Background: an optimization exercise with open tools, aiming at small area, a short achievable clock period and few clock cycles per item. Do not read the settings as production practice. At most, simulation tests tie the RTL to the original design; equivalence was not proved.

==> run P: inputs <==
// alu_md_unit
module alu_md_unit #(
    parameter int XLEN     = 32,
    parameter bit ENABLE_M = 1'b1
) (
    input  logic            clk,
    input  logic            rst,
    input  logic            in_valid,
    output logic            in_ready,
    input  logic            Branch,
    input  logic            ALUAdd,
    input  logic            ALUOp,
    input  logic [6:0]      funct7,
    input  logic [2:0]      funct3,
    input  logic [XLEN-1:0] op_a,
    input  logic [XLEN-1:0] op_b,
    output logic            out_valid,
    input  logic            out_ready,
    output logic [XLEN-1:0] result,
    output logic            out_illegal,
    output logic            zero
);
export LEC_CHECK = 0
export ABC_AREA = 1
export CAP_MARGIN = 20
export CORE_MARGIN = 2
export CORE_UTILIZATION = 65
export PLACE_DENSITY = 0.75
export SETUP_SLACK_MARGIN = 3.6
export SLEW_MARGIN = 20
create_clock -name core_clock -period 7.0 [get_ports {clk}]
run.sh (not shown) runs the stock make flow with config.mk's settings and CLKGATE_MAP_FILE= SYNTH_SCRIPT=/design/flow/synth_recipe.tcl, a recipe that flattens the netlist after the stock synthesis.
==> run H (differences from run P) <==
--- a/flow/design.v
+++ b/flow/design.v
@@ -142,85 +142,86 @@
         ay = ({35{c_yb && !c_y2}} & {{3{bx}}, B})
            | ({35{c_y2}}          & {bx, bx, B, 1'b0});
         ay = ay ^ {35{c_yinv}};
     end
     assign sum_c = {ax, 1'b1} + {ay, c_cin};
     assign sum   = sum_c[35:1];
     logic [31:0] sh_h, sh_l, sh_out;
     logic [4:0]  sh_n;
-    logic [63:0] sh_cat;
+    logic [62:0] sh_t0;
+    logic [46:0] sh_t1;
+    logic [38:0] sh_t2;
+    logic [34:0] sh_t3;
+    logic [32:0] sh_t4;
     logic        h_acc, fill;
     assign h_acc = s_fin && mul_lo;                         
     assign fill  = (o_sra && A[31]) || (s_fin && acc[32]);
     always_comb begin
         sh_h = ({32{h_acc}}  & acc[31:0])
              | ({32{o_sll}}  & {1'b0, A[31:1]})
              | ({32{s_daln}} & {1'b0, B[31:1]})
              | ({32{fill && !h_acc}});
         sh_l = ({32{(!m && !o_sll) || s_mul0 || h_acc}} & A)
              | ({32{s_fin && !mul_lo}}                 & acc[31:0])
              | {(o_sll && A[0]) || (s_daln && B[0]), 31'd0};
         sh_n = ({5{!m && !o_sll}} & B[4:0])
              | ({5{o_sll}}        & ~B[4:0])
              | ({5{s_fin}}        & {s2, 1'b0})
              | ({5{s_daln}}       & ~cnt);
     end
-    assign sh_cat = {sh_h, sh_l} >> sh_n;
-    assign sh_out = sh_cat[31:0];
+    assign sh_t0  = {sh_h[30:0], sh_l};
+    assign sh_t1  = sh_n[4] ? sh_t0[62:16] : sh_t0[46:0];
+    assign sh_t2  = sh_n[3] ? sh_t1[46:8]  : sh_t1[38:0];
+    assign sh_t3  = sh_n[2] ? sh_t2[38:4]  : sh_t2[34:0];
+    assign sh_t4  = sh_n[1] ? sh_t3[34:2]  : sh_t3[32:0];
+    assign sh_out = sh_n[0] ? sh_t4[32:1]  : sh_t4[31:0];
     logic [31:0] res;
     logic        r_sum, r_sh;
     assign r_sum = o_sum || (s_fin && is_div) || s_corr;
     assign r_sh  = o_sh || (s_fin && !is_div);
     assign res = ({32{r_sum}} & sum[31:0])
                | ({32{r_sh}}  & sh_out)
                | {31'd0, o_slt && sum[34]}
                | ({32{o_xor}} & (A ^ B))
                | ({32{o_or}}  & (A | B))
                | ({32{o_and}} & (A & B));
     logic out_free, done, fire, accept, mul0_go, div0_go, miter_last, diter_last, rneg;
     assign out_free   = !out_valid || out_ready;
-    logic q_direct;
-    assign q_direct   = !is_rem && !fin_inv;
-    assign done       = v1 && (!m || s_fin || (diter_last && q_direct));
+    assign done       = v1 && (!m || s_fin);
     assign fire       = done && out_free;
     assign in_ready   = !v1 || fire;
     assign accept     = in_valid && in_ready;
     assign mul0_go    = s_mul0 && out_free;
     assign div0_go    = s_div0 && out_free;
     assign miter_last = s_miter && cnt == 5'd0;
-    logic       m0step, m0last;
-    logic [4:0] cnt_init;
-    assign cnt_init = t_sel ? 5'd15 : {1'b0, ~z_sel[4:1]};
-    assign m0step   = mul0_go && !swp;
-    assign m0last   = m0step && cnt_init == 5'd0;
     assign diter_last = s_diter && cnt == 5'd0;
     assign rneg       = sum[32];
     logic n_nega, n_negb, n_mul0, n_div0, n_miter, n_corr, n_daln, n_diter, n_corrd, n_fin;
     logic n_pz, n_p2, n_pn, n_rs;
     always_comb begin
         if (accept) begin
             n_nega = d_sdiv && op_a[31];
             n_negb = d_sdiv && !op_a[31] && op_b[31];
             n_mul0 = dm && !funct3[2];
             n_div0 = d_div && !(d_sdiv && (op_a[31] || op_b[31]));
         end else begin
             n_nega = 1'b0;
             n_negb = s_nega && sb;
             n_mul0 = s_mul0 && !out_free;
             n_div0 = (s_nega && !sb) || s_negb || (s_div0 && !out_free);
         end
-        n_miter = (mul0_go && !m0last) || (s_miter && !miter_last);
+        n_miter = mul0_go || (s_miter && !miter_last);
         n_corr  = miter_last && corr;
         n_daln  = div0_go && !bz && !dneg;
         n_diter = s_daln || (s_diter && !diter_last);
         n_corrd = diter_last && is_rem && rneg;
-        n_fin   = (miter_last && !corr) || m0last || s_corr || (div0_go && (bz || dneg)) ||
-                  (diter_last && !(is_rem && rneg) && !q_direct) || s_corrd || (s_fin && !fire);
-        if (mul0_go && swp) begin
+        n_fin   = (miter_last && !corr) || s_corr || (div0_go && (bz || dneg)) ||
+                  (diter_last && !(is_rem && rneg)) || s_corrd || (s_fin && !fire);
+        if (mul0_go) begin
             n_pz = (q_lo == 2'b00);
             n_p2 = (q_lo == 2'b10);
             n_pn = q_lo[1];
         end else begin
             n_pz = (A[3:1] == 3'b000) || (A[3:1] == 3'b111);
             n_p2 = (A[3:1] == 3'b011) || (A[3:1] == 3'b100);
             n_pn = A[3] && !(A[3:1] == 3'b111);
         end
@@ -232,22 +233,20 @@
     assign n_rem  = accept ? d_rem : is_rem;
     assign n_finv = accept ? d_finv : fin_inv;
     assign n_fcin = accept ? d_fcin : fin_cin;
     assign n_xacc = n_miter || n_corr;
     assign n_xa   = n_base || n_diter || n_corrd || n_nega || (n_fin && n_rem);
     assign n_xq   = n_fin && !n_rem;
     assign n_xinv = n_nega || (n_fin && n_finv);
     assign n_xrs  = (n_diter || n_corrd) && n_rs;
-    logic [1:0] a01;
-    assign a01    = accept ? op_a[1:0] : A[1:0];
     assign n_yb   = n_base || (n_miter && !n_pz) || n_corr || n_diter || n_corrd || n_negb ||
-                    (n_mul0 && a01 != 2'b00);
-    assign n_y2   = (n_miter && n_p2) || (n_mul0 && a01 == 2'b10);
-    assign n_yinv = (n_miter && n_pn) || (n_mul0 && a01[1]) || (n_diter && !n_rs) || n_negb ||
+                    n_mul0;
+    assign n_y2   = n_miter && n_p2;
+    assign n_yinv = (n_miter && n_pn) || (n_diter && !n_rs) || n_negb ||
                     (n_base && (d_sub || d_slt || d_sltu));
     assign n_cin  = n_yinv || n_nega || (n_fin && n_fcin);
     always_ff @(posedge clk or posedge rst) begin
         if (rst) begin
             v1        <= 1'b0;
             out_valid <= 1'b0;
             s_nega    <= 1'b0;
             s_negb    <= 1'b0;
@@ -313,38 +312,37 @@
             o_slts  <= d_slt;
             o_xor   <= d_xor;
             o_or    <= d_or;
             o_and   <= d_and;
             o_sh    <= d_sll || d_srl || d_sra;
             o_sll   <= d_sll;
             o_sra   <= d_sra;
             o_ill   <= d_ill;
-            bx      <= (d_slt && op_b[31]) || (dm && !funct3[2] && in_fb);
+            bx      <= d_slt && op_b[31];
             sb      <= d_sdiv && op_b[31];
         end else if (s_nega) begin
             A  <= sum[31:0];
         end else if (s_negb) begin
             B  <= sum[31:0];
         end else if (div0_go) begin
             cnt <= dd[4:0];
             rs  <= 1'b0;
         end else if (s_daln) begin
             B   <= sh_out;
         end else if (mul0_go) begin
             if (swp) begin
-                A   <= B;
-                B   <= sh_out;
-                bx  <= fa;
-                cnt <= cnt_init;
+                A  <= sum[31:0];
+                B  <= sh_out;
+                bx <= fa;
             end else begin
-                A   <= {sum[1:0], A[31:2]};
-                cnt <= cnt_init - 5'd1;
+                bx <= fb;
             end
             corr <= t_sel;
+            cnt  <= t_sel ? 5'd15 : {1'b0, ~z_sel[4:1]};
             s2   <= t_sel ? 4'd0 : z_sel[4:1];
             pz   <= n_pz;
             p2   <= n_p2;
             pn   <= n_pn;
         end else if (s_miter) begin
             A   <= {sum[1:0], A[31:2]};
             pz  <= n_pz;
             p2  <= n_p2;
@@ -356,17 +354,17 @@
             if (cnt != 5'd0) B <= {1'b0, B[31:1]};
             cnt <= cnt - 5'd1;
         end else if (s_corrd) begin
             A   <= sum[31:0];
             rs  <= 1'b0;
         end
     end
     always_ff @(posedge clk) begin
-        if (s_miter || m0step) acc <= sum[34:2];
+        if (s_miter) acc <= sum[34:2];
         else if (s_diter) acc <= {acc[31:0], !rneg};
         else if (fire || mul0_go || div0_go || s_corr) acc <= {s_corr && sum[32], res};
         if (fire) ill <= o_ill;
     end
     assign result      = acc[31:0];
     assign out_illegal = ill;
     assign zero        = (acc[31:0] == '0);
 endmodule
- CORE_UTILIZATION: 65 -> 50
- PLACE_DENSITY: 0.75 -> not set
- SETUP_SLACK_MARGIN: 3.6 -> 3.7
==> impl_metrics.py <==
metrics = {
    "outcome": {
        "first-error": "[ERROR GRT-0232] Routing congestion too high. Check the congestion heatmap in the GUI.",
        "stop_stage": "5_1_grt",
        "outcome": "did not finish",
    },
    "synthesis": {
        "yosys.area_share.simple_pct": 36.5,
        "syn_area_per_cell_sq_um": 6.26,
        "synth_xor_area_share_pct": 3.64,
        "synthCells": 3421,
        "synth_fa_ha_area_share_pct": 7.02,
        "synth_compound_area_share_pct": 19.1,
        "seq_area_frac_synth_pct": 22.4,
    },
    "timing": {
        "worst-ep-kind": "sequential cell input",
        "grt-worst-endpoint": "B[31]$_DFFE_PP_/D",
    },
    "placed_design": {
        "place_area_sq_um": 22400,
        "gp_congestion": 1.21,
    },
}
(the above is from run P)
==> impl_metrics.py <==
metrics = {
    "cells_and_area": {
        "reg_top3": "acc (33), A (32), B (32)",
    },
    "synthesis": {
        "synth_xor_area_share_pct": 4.37,
        "synth_compound_area_share_pct": 18.8,
        "synthCells": 3038,
        "syn_area_per_cell_sq_um": 6.41,
        "seq_area_frac_synth_pct": 24.8,
        "synth_fa_ha_area_share_pct": 7.66,
        "synth_common_cells": "nand2_1 (711), nand3_1 (465), inv_1 (342)",
    },
    "placed_design": {
        "gp_congestion": 1.06,
        "place_area_sq_um": 20700,
    },
    "global_route": {
        "grt_use_met3_pct": 13.3,
    },
    "outcome": {
        "outcome": "complete, no violations",
    },
    "drt": {
        "wl_met2_um": 40200,
        "drc": 0,
    },
}
(the above is from run H)
Testbench counts of run P, summed over its fixed seeds: cycles 27,592, ops 9,600.
Testbench counts of run H, summed over its fixed seeds: cycles 28,528, ops 9,600.


==> run a: inputs <==
==> flow/design.v <==
module alu_md_unit #(
    parameter int XLEN     = 32,
    parameter bit ENABLE_M = 1'b1
) (
    input  logic            clk,
    input  logic            rst,
    input  logic            in_valid,
    output logic            in_ready,
    input  logic            Branch,
    input  logic            ALUAdd,
    input  logic            ALUOp,
    input  logic [6:0]      funct7,
    input  logic [2:0]      funct3,
    input  logic [XLEN-1:0] op_a,
    input  logic [XLEN-1:0] op_b,
    output logic            out_valid,
    input  logic            out_ready,
    output logic [XLEN-1:0] result,
    output logic            out_illegal,
    output logic            zero
);
    localparam logic [3:0] B_ADD = 4'd0, B_SUB = 4'd1, B_SLL = 4'd2, B_SLT = 4'd3,
                           B_SLTU = 4'd4, B_XOR = 4'd5, B_SRL = 4'd6, B_SRA = 4'd7,
                           B_OR = 4'd8, B_AND = 4'd9, B_ILL = 4'd10;
    localparam logic [2:0] S_IDLE = 3'd0, S_MITER = 3'd1, S_CORR = 3'd2, S_DITER = 3'd3,
                           S_FIN = 3'd4;
    logic [3:0] bop_f3, dbop;
    logic       dm;
    always_comb begin
        case (funct3)
            3'b000:  bop_f3 = B_ADD;
            3'b001:  bop_f3 = B_SLL;
            3'b010:  bop_f3 = B_SLT;
            3'b011:  bop_f3 = B_SLTU;
            3'b100:  bop_f3 = B_XOR;
            3'b101:  bop_f3 = (ALUOp && funct7[5]) ? B_SRA : B_SRL;
            3'b110:  bop_f3 = B_OR;
            default: bop_f3 = B_AND;
        endcase
        dm   = 1'b0;
        dbop = B_ILL;
        if (ALUAdd) dbop = B_ADD;
        else if (Branch) dbop = B_SUB;
        else if (ALUOp || funct7 == 7'b0000000) dbop = bop_f3;
        else if (funct7 == 7'b0100000) begin
            if (funct3 == 3'b000) dbop = B_SUB;
            else if (funct3 == 3'b101) dbop = B_SRA;
        end else if (funct7 == 7'b0000001 && ENABLE_M) dm = 1'b1;
    end
    logic        v1;               
    logic [2:0]  st;
    logic        m;                
    logic [3:0]  bop;              
    logic [2:0]  f3;               
    logic [31:0] A, B;
    logic        bx;               
    logic [32:0] acc;              
    logic        ill;
    logic        sa, sb, pa, pb;   
    logic        qprev, corr, bz;
    logic [4:0]  cnt;
    logic [3:0]  s2;               
    logic is_div;
    assign is_div = f3[2];
    function automatic logic [5:0] lzc32(input logic [31:0] x);
        logic [15:0] v1g, c1g;
        logic [7:0]  v2g;
        logic [15:0] c2g;
        logic [3:0]  v3g;
        logic [11:0] c3g;
        logic [1:0]  v4g;
        logic [7:0]  c4g;
        for (int i = 0; i < 16; i++) begin
            v1g[i] = x[2*i+1] | x[2*i];
            c1g[i] = !x[2*i+1];
        end
        for (int i = 0; i < 8; i++) begin
            v2g[i] = v1g[2*i+1] | v1g[2*i];
            c2g[2*i+:2] = v1g[2*i+1] ? {1'b0, c1g[2*i+1]} : {1'b1, c1g[2*i]};
        end
        for (int i = 0; i < 4; i++) begin
            v3g[i] = v2g[2*i+1] | v2g[2*i];
            c3g[3*i+:3] = v2g[2*i+1] ? {1'b0, c2g[4*i+2+:2]} : {1'b1, c2g[4*i+:2]};
        end
        for (int i = 0; i < 2; i++) begin
            v4g[i] = v3g[2*i+1] | v3g[2*i];
            c4g[4*i+:4] = v3g[2*i+1] ? {1'b0, c3g[6*i+3+:3]} : {1'b1, c3g[6*i+:3]};
        end
        if (!(v4g[1] | v4g[0])) lzc32 = 6'd32;
        else lzc32 = v4g[1] ? {2'b00, c4g[7:4]} : {2'b01, c4g[3:0]};
    endfunction
    logic        mul_sa, mul_sb;
    logic [5:0]  lza, lzb;
    assign mul_sa = (f3[1:0] != 2'b11);             
    assign mul_sb = (f3[1] == 1'b0);                
    assign lza    = lzc32(A ^ {32{!is_div && mul_sa && A[31]}});
    assign lzb    = lzc32(B ^ {32{!is_div && mul_sb && B[31]}});
    logic [5:0] dd;
    logic       dneg, bzero;
    assign dd    = lzb - lza;
    assign dneg  = lzb < lza;
    assign bzero = lzb[5];
    logic       swp;
    logic [5:0] zq;
    logic [4:0] nd;                
    assign swp = lzb > lza;
    assign zq  = swp ? lzb : lza;
    assign nd  = (zq == 6'd0) ? 5'd16 : 5'(6'(6'd34 - zq) >> 1);
    logic out_free;
    logic phase_s0, ph_nega, ph_negb, ph_mul_s0, ph_div_s0, in_miter, in_diter, in_corr, in_fin;
    assign out_free  = !out_valid || out_ready;
    assign phase_s0  = v1 && m && st == S_IDLE;
    assign ph_nega   = phase_s0 && is_div && pa;
    assign ph_negb   = phase_s0 && is_div && !pa && pb;
    assign ph_div_s0 = phase_s0 && is_div && !pa && !pb && out_free;
    assign ph_mul_s0 = phase_s0 && !is_div && out_free;
    assign in_miter  = st == S_MITER;
    assign in_diter  = st == S_DITER;
    assign in_corr   = st == S_CORR;
    assign in_fin    = st == S_FIN;
    logic [2:0] bd;
    logic       pp_zero, pp_two, pp_neg;
    assign bd      = {A[1], A[0], qprev};
    assign pp_zero = (bd == 3'b000) || (bd == 3'b111);
    assign pp_two  = (bd == 3'b011) || (bd == 3'b100);
    assign pp_neg  = bd[2];
    logic [34:0] ax, ay, sum;
    logic        cin;
    logic        fin_rem, fin_inv;
    assign fin_rem = f3[1];
    assign fin_inv = fin_rem ? sa : ((sa ^ sb) || bz);
    always_comb begin
        ax  = '0;
        ay  = '0;
        cin = 1'b0;
        if (in_miter) begin
            ax  = {{2{acc[32]}}, acc};
            ay  = pp_zero ? 35'd0 : (pp_two ? {bx, bx, B, 1'b0} : {{3{bx}}, B});
            ay  = ay ^ {35{pp_neg && !pp_zero}};
            cin = pp_neg && !pp_zero;
        end else if (in_corr) begin
            ax  = {{2{acc[32]}}, acc};
            ay  = {{3{bx}}, B};
        end else if (in_diter) begin
            ax  = {3'b000, A};
            ay  = ~{3'b000, B};
            cin = 1'b1;
        end else if (in_fin) begin
            ax  = {3'b000, fin_rem ? A : acc[31:0]} ^ {35{fin_inv}};
            cin = fin_inv && !(bz && !fin_rem);
        end else if (ph_nega) begin
            ax  = ~{3'b000, A};
            cin = 1'b1;
        end else if (ph_negb) begin
            ay  = ~{3'b000, B};
            cin = 1'b1;
        end else if (phase_s0) begin
            ay  = {3'b000, B};
        end else begin
            ax  = {{3{bop == B_SLT && A[31]}}, A};
            ay  = {{3{bx}}, B};
            if (bop != B_ADD) begin
                ay  = ~ay;
                cin = 1'b1;
            end
        end
    end
    assign sum = ax + ay + {34'd0, cin};
    logic [31:0] sh_h, sh_l, sh_out;
    logic [4:0]  sh_n;
    logic [63:0] sh_cat;
    always_comb begin
        sh_h = '0;
        sh_l = A;
        sh_n = B[4:0];
        if (in_fin) begin
            sh_n = {s2, 1'b0};
            if (f3[1:0] == 2'b00) begin
                sh_h = acc[31:0];
                sh_l = A;
            end else begin
                sh_h = {32{acc[32]}};
                sh_l = acc[31:0];
            end
        end else if (phase_s0) begin
            if (is_div) begin
                sh_h = {1'b0, B[31:1]};
                sh_l = {B[0], 31'd0};
                sh_n = ~dd[4:0];
            end else begin
                sh_n = 5'd0;
            end
        end else if (bop == B_SLL) begin
            sh_h = {1'b0, A[31:1]};
            sh_l = {A[0], 31'd0};
            sh_n = ~B[4:0];
        end else if (bop == B_SRA) begin
            sh_h = {32{A[31]}};
        end
    end
    assign sh_cat = {sh_h, sh_l} >> sh_n;
    assign sh_out = sh_cat[31:0];
    logic [31:0] res;
    logic        done, fire, accept;
    always_comb begin
        res = '0;
        if (m) begin
            if (in_fin) res = is_div ? sum[31:0] : sh_out;
            else if (in_corr) res = sum[31:0];
        end else begin
            case (bop)
                B_ADD, B_SUB:        res = sum[31:0];
                B_SLT, B_SLTU:       res = {31'd0, sum[34]};
                B_XOR:               res = A ^ B;
                B_OR:                res = A | B;
                B_AND:               res = A & B;
                B_SLL, B_SRL, B_SRA: res = sh_out;
                default:             res = '0;
            endcase
        end
    end
    assign done     = v1 && (m ? in_fin : 1'b1);
    assign fire     = done && out_free;
    assign in_ready = !v1 || fire;
    assign accept   = in_valid && in_ready;
    always_ff @(posedge clk or posedge rst) begin
        if (rst) begin
            v1 <= 1'b0;
            st <= S_IDLE;
            out_valid <= 1'b0;
        end else begin
            if (accept) v1 <= 1'b1;
            else if (fire) v1 <= 1'b0;
            if (fire) out_valid <= 1'b1;
            else if (out_ready) out_valid <= 1'b0;
            if (fire) st <= S_IDLE;
            else if (ph_mul_s0) st <= S_MITER;
            else if (ph_div_s0) st <= (bzero || dneg) ? S_FIN : S_DITER;
            else if (in_miter && cnt == 5'd0) st <= corr ? S_CORR : S_FIN;
            else if (in_corr) st <= S_FIN;
            else if (in_diter && cnt == 5'd0) st <= S_FIN;
        end
    end
    always_ff @(posedge clk) begin
        if (accept) begin
            A     <= op_a;
            B     <= op_b;
            m     <= dm;
            bop   <= dbop;
            f3    <= funct3;
            bx    <= (dbop == B_SLT) && !dm && op_b[31];
            sa    <= dm && funct3[2] && !funct3[0] && op_a[31];
            sb    <= dm && funct3[2] && !funct3[0] && op_b[31];
            pa    <= dm && funct3[2] && !funct3[0] && op_a[31];
            pb    <= dm && funct3[2] && !funct3[0] && op_b[31];
        end else if (ph_nega) begin
            A  <= sum[31:0];
            pa <= 1'b0;
        end else if (ph_negb) begin
            B  <= sum[31:0];
            pb <= 1'b0;
        end else if (ph_div_s0) begin
            B   <= sh_out;
            cnt <= dd[4:0];
            bz  <= bzero;
        end else if (ph_mul_s0) begin
            qprev <= 1'b0;
            if (swp) begin
                A    <= sum[31:0];
                B    <= sh_out;
                bx   <= mul_sa && A[31];
                corr <= !mul_sb && B[31];
            end else begin
                bx   <= mul_sb && B[31];
                corr <= !mul_sa && A[31];
            end
            cnt <= 5'(nd - 5'd1);
            s2  <= 4'(5'd16 - nd);
        end else if (in_miter) begin
            A     <= {sum[1:0], A[31:2]};
            qprev <= A[1];
            cnt   <= cnt - 5'd1;
        end else if (in_diter) begin
            if (!sum[34]) A <= sum[31:0];
            B   <= {1'b0, B[31:1]};
            cnt <= cnt - 5'd1;
        end
    end
    always_ff @(posedge clk) begin
        if (in_miter) acc <= sum[34:2];
        else if (in_diter) acc <= {acc[31:0], !sum[34]};
        else if (fire || ph_mul_s0 || ph_div_s0 || in_corr) acc <= {in_corr && sum[32], res};
        if (fire) ill <= !m && (bop == B_ILL);
    end
    assign result      = acc[31:0];
    assign out_illegal = ill;
    assign zero        = (acc[31:0] == '0);
endmodule
==> flow/run.sh <==
#!/bin/bash
# synth_recipe.tcl (not shown) runs the flow's synth.tcl, then flattens the netlist and writes it again
# the make line also repeats each setting of config.mk as NAME=value (left out here)
make -C /OpenROAD-flow-scripts/flow DESIGN_CONFIG=/design/flow/config.mk WORK_HOME=/design/flow/orfs CLKGATE_MAP_FILE= SYNTH_SCRIPT=/design/flow/synth_recipe.tcl finish
==> flow/config.mk <==
export PLATFORM = sky130hd
export DESIGN_NAME = alu_md_unit
export DESIGN_NICKNAME = alu_md_unit
export VERILOG_FILES = /design/flow/design.v
export SDC_FILE = /design/flow/constraint.sdc
export NUM_CORES = 4
export LEC_CHECK = 0
export ABC_CLOCK_PERIOD_IN_PS = 4000
export CAP_MARGIN = 20
export CORE_MARGIN = 2
export CORE_UTILIZATION = 40
export SETUP_SLACK_MARGIN = 3
export SLEW_MARGIN = 20
==> flow/constraint.sdc <==
create_clock -name core_clock -period 7.0 [get_ports {clk}]
set_input_delay 1.4000 -clock core_clock [delete_from_list [all_inputs] [get_ports {clk}]]
set_output_delay 1.4000 -clock core_clock [all_outputs]
set_load 0.01 [all_outputs]
==> run b (differences from run a) <==
--- a/flow/design.v
+++ b/flow/design.v
@@ -55,6 +55,5 @@
     logic [31:0] A, B;
     logic        bx;               
-    logic [32:0] acc;              
-    logic        ill;
+    logic [32:0] acc;
     logic        sa, sb, pa, pb;   
     logic        qprev, corr, bz;
@@ -63,37 +62,17 @@
     logic is_div;
     assign is_div = f3[2];
-    function automatic logic [5:0] lzc32(input logic [31:0] x);
-        logic [15:0] v1g, c1g;
-        logic [7:0]  v2g;
-        logic [15:0] c2g;
-        logic [3:0]  v3g;
-        logic [11:0] c3g;
-        logic [1:0]  v4g;
-        logic [7:0]  c4g;
-        for (int i = 0; i < 16; i++) begin
-            v1g[i] = x[2*i+1] | x[2*i];
-            c1g[i] = !x[2*i+1];
-        end
-        for (int i = 0; i < 8; i++) begin
-            v2g[i] = v1g[2*i+1] | v1g[2*i];
-            c2g[2*i+:2] = v1g[2*i+1] ? {1'b0, c1g[2*i+1]} : {1'b1, c1g[2*i]};
-        end
-        for (int i = 0; i < 4; i++) begin
-            v3g[i] = v2g[2*i+1] | v2g[2*i];
-            c3g[3*i+:3] = v2g[2*i+1] ? {1'b0, c2g[4*i+2+:2]} : {1'b1, c2g[4*i+:2]};
-        end
-        for (int i = 0; i < 2; i++) begin
-            v4g[i] = v3g[2*i+1] | v3g[2*i];
-            c4g[4*i+:4] = v3g[2*i+1] ? {1'b0, c3g[6*i+3+:3]} : {1'b1, c3g[6*i+:3]};
-        end
-        if (!(v4g[1] | v4g[0])) lzc32 = 6'd32;
-        else lzc32 = v4g[1] ? {2'b00, c4g[7:4]} : {2'b01, c4g[3:0]};
-    endfunction
     logic        mul_sa, mul_sb;
+    logic [31:0] za_in, zb_in;
     logic [5:0]  lza, lzb;
     assign mul_sa = (f3[1:0] != 2'b11);             
     assign mul_sb = (f3[1] == 1'b0);                
-    assign lza    = lzc32(A ^ {32{!is_div && mul_sa && A[31]}});
-    assign lzb    = lzc32(B ^ {32{!is_div && mul_sb && B[31]}});
+    assign za_in  = A ^ {32{!is_div && mul_sa && A[31]}};
+    assign zb_in  = B ^ {32{!is_div && mul_sb && B[31]}};
+    always_comb begin
+        lza = 6'd32;
+        for (int i = 0; i < 32; i++) if (za_in[i]) lza = 6'(31 - i);
+        lzb = 6'd32;
+        for (int i = 0; i < 32; i++) if (zb_in[i]) lzb = 6'(31 - i);
+    end
     logic [5:0] dd;
     logic       dneg, bzero;
@@ -104,15 +83,16 @@
     logic [5:0] zq;
     logic [4:0] nd;                
-    assign swp = lzb > lza;
-    assign zq  = swp ? lzb : lza;
-    assign nd  = (zq == 6'd0) ? 5'd16 : 5'(6'(6'd34 - zq) >> 1);
-    logic out_free;
+    logic       q_signed, mc_signed;
+    assign swp       = lzb > lza;
+    assign zq        = swp ? lzb : lza;
+    assign nd        = (zq == 6'd0) ? 5'd16 : 5'(6'(6'd34 - zq) >> 1);
+    assign q_signed  = swp ? mul_sb : mul_sa;
+    assign mc_signed = swp ? mul_sa : mul_sb;
     logic phase_s0, ph_nega, ph_negb, ph_mul_s0, ph_div_s0, in_miter, in_diter, in_corr, in_fin;
-    assign out_free  = !out_valid || out_ready;
     assign phase_s0  = v1 && m && st == S_IDLE;
     assign ph_nega   = phase_s0 && is_div && pa;
     assign ph_negb   = phase_s0 && is_div && !pa && pb;
-    assign ph_div_s0 = phase_s0 && is_div && !pa && !pb && out_free;
-    assign ph_mul_s0 = phase_s0 && !is_div && out_free;
+    assign ph_div_s0 = phase_s0 && is_div && !pa && !pb;
+    assign ph_mul_s0 = phase_s0 && !is_div;
     assign in_miter  = st == S_MITER;
     assign in_diter  = st == S_DITER;
@@ -129,5 +109,5 @@
     logic        fin_rem, fin_inv;
     assign fin_rem = f3[1];
-    assign fin_inv = fin_rem ? sa : ((sa ^ sb) || bz);
+    assign fin_inv = fin_rem ? sa : ((sa ^ sb) && !bz);
     always_comb begin
         ax  = '0;
@@ -143,10 +123,10 @@
             ay  = {{3{bx}}, B};
         end else if (in_diter) begin
-            ax  = {3'b000, A};
+            ax  = {2'b00, acc};
             ay  = ~{3'b000, B};
             cin = 1'b1;
         end else if (in_fin) begin
-            ax  = {3'b000, fin_rem ? A : acc[31:0]} ^ {35{fin_inv}};
-            cin = fin_inv && !(bz && !fin_rem);
+            ax  = {3'b000, fin_rem ? acc[31:0] : A} ^ {35{fin_inv}};
+            cin = fin_inv;
         end else if (ph_nega) begin
             ax  = ~{3'b000, A};
@@ -155,6 +135,4 @@
             ay  = ~{3'b000, B};
             cin = 1'b1;
-        end else if (phase_s0) begin
-            ay  = {3'b000, B};
         end else begin
             ax  = {{3{bop == B_SLT && A[31]}}, A};
@@ -183,12 +161,8 @@
                 sh_l = acc[31:0];
             end
-        end else if (phase_s0) begin
-            if (is_div) begin
-                sh_h = {1'b0, B[31:1]};
-                sh_l = {B[0], 31'd0};
-                sh_n = ~dd[4:0];
-            end else begin
-                sh_n = 5'd0;
-            end
+        end else if (ph_div_s0) begin
+            sh_h = {1'b0, B[31:1]};
+            sh_l = {B[0], 31'd0};
+            sh_n = ~dd[4:0];
         end else if (bop == B_SLL) begin
             sh_h = {1'b0, A[31:1]};
@@ -202,10 +176,9 @@
     assign sh_out = sh_cat[31:0];
     logic [31:0] res;
-    logic        done, fire, accept;
+    logic        done, out_free, fire, accept;
     always_comb begin
         res = '0;
         if (m) begin
-            if (in_fin) res = is_div ? sum[31:0] : sh_out;
-            else if (in_corr) res = sum[31:0];
+            res = is_div ? sum[31:0] : sh_out;
         end else begin
             case (bop)
@@ -221,4 +194,5 @@
     end
     assign done     = v1 && (m ? in_fin : 1'b1);
+    assign out_free = !out_valid || out_ready;
     assign fire     = done && out_free;
     assign in_ready = !v1 || fire;
@@ -261,16 +235,19 @@
             pb <= 1'b0;
         end else if (ph_div_s0) begin
+            acc <= {1'b0, A};
+            A   <= bzero ? '1 : '0;
             B   <= sh_out;
             cnt <= dd[4:0];
             bz  <= bzero;
         end else if (ph_mul_s0) begin
+            acc   <= '0;
             qprev <= 1'b0;
             if (swp) begin
-                A    <= sum[31:0];
-                B    <= sh_out;
-                bx   <= mul_sa && A[31];
+                A  <= B;
+                B  <= A;
+                bx <= mul_sa && A[31];
                 corr <= !mul_sb && B[31];
             end else begin
-                bx   <= mul_sb && B[31];
+                bx <= mul_sb && B[31];
                 corr <= !mul_sa && A[31];
             end
@@ -278,9 +255,13 @@
             s2  <= 4'(5'd16 - nd);
         end else if (in_miter) begin
+            acc   <= sum[34:2];
             A     <= {sum[1:0], A[31:2]};
             qprev <= A[1];
             cnt   <= cnt - 5'd1;
+        end else if (in_corr) begin
+            acc <= sum[32:0];
         end else if (in_diter) begin
-            if (!sum[34]) A <= sum[31:0];
+            if (!sum[34]) acc <= sum[32:0];
+            A   <= {A[30:0], !sum[34]};
             B   <= {1'b0, B[31:1]};
             cnt <= cnt - 5'd1;
@@ -288,11 +269,9 @@
     end
     always_ff @(posedge clk) begin
-        if (in_miter) acc <= sum[34:2];
-        else if (in_diter) acc <= {acc[31:0], !sum[34]};
-        else if (fire || ph_mul_s0 || ph_div_s0 || in_corr) acc <= {in_corr && sum[32], res};
-        if (fire) ill <= !m && (bop == B_ILL);
-    end
-    assign result      = acc[31:0];
-    assign out_illegal = ill;
-    assign zero        = (acc[31:0] == '0);
+        if (fire) begin
+            result      <= res;
+            out_illegal <= !m && (bop == B_ILL);
+        end
+    end
+    assign zero = (result == '0);
 endmodule
--- a/flow/config.mk
+++ b/flow/config.mk
@@ -6,8 +6,6 @@
 export NUM_CORES = 4
 export LEC_CHECK = 0
-export ABC_CLOCK_PERIOD_IN_PS = 4000
 export CAP_MARGIN = 20
 export CORE_MARGIN = 2
 export CORE_UTILIZATION = 40
-export SETUP_SLACK_MARGIN = 3
 export SLEW_MARGIN = 20
==> notes <==
Global-route usage: run b is lower than run a (8.3 points). Run a finished clean. Run b ran to the end with no violations. Design area: run a is larger than run b (13%). Against run b, the clock skew of run a is higher by 0.024 ns.
Testbench counts of run b, summed over its fixed seeds: cycles 27,876, ops 9,600.
Only the layout flow was run in run a; the RTL was not checked for function there.

==> re-timing with driven ports <==
The flow's constraints put no driver on any port. The routed layouts listed below were extracted and timed again, unchanged, in two steps. Step 1 assumes that a clkbuf_16 drives the clock port and a buf_2 every other input. Step 2 moves the port delays by t, midway between the first and last clock arrival at a register: inputs arrive t later, outputs are due t later. That takes back most of the time a late clock gives input paths. Three values: no drivers, after step 1, after step 2; two values: the first two.
| run | shift t [ns] | setup WS [ns] | worst register clock-pin slew, ns | worst slew at a driven data input, ns |
|---|---|---|---|---|
| run H | 0.516 | 3.441 / 3.441 / 3.301 | 0.08 / 0.08 | 0.04 |
| run a | 0.565 | 1.254 / 1.254 / 1.254 | 0.10 / 0.10 | 0.11 |
| run b | 0.562 | 0.118 / 0.118 / 0.118 | 0.09 / 0.09 | 0.08 |
After both steps every run listed still meets setup and hold. For run H, which loses most, drivers alone change the setup slack by 0.000 ns; drivers and shift together by -0.140 ns.
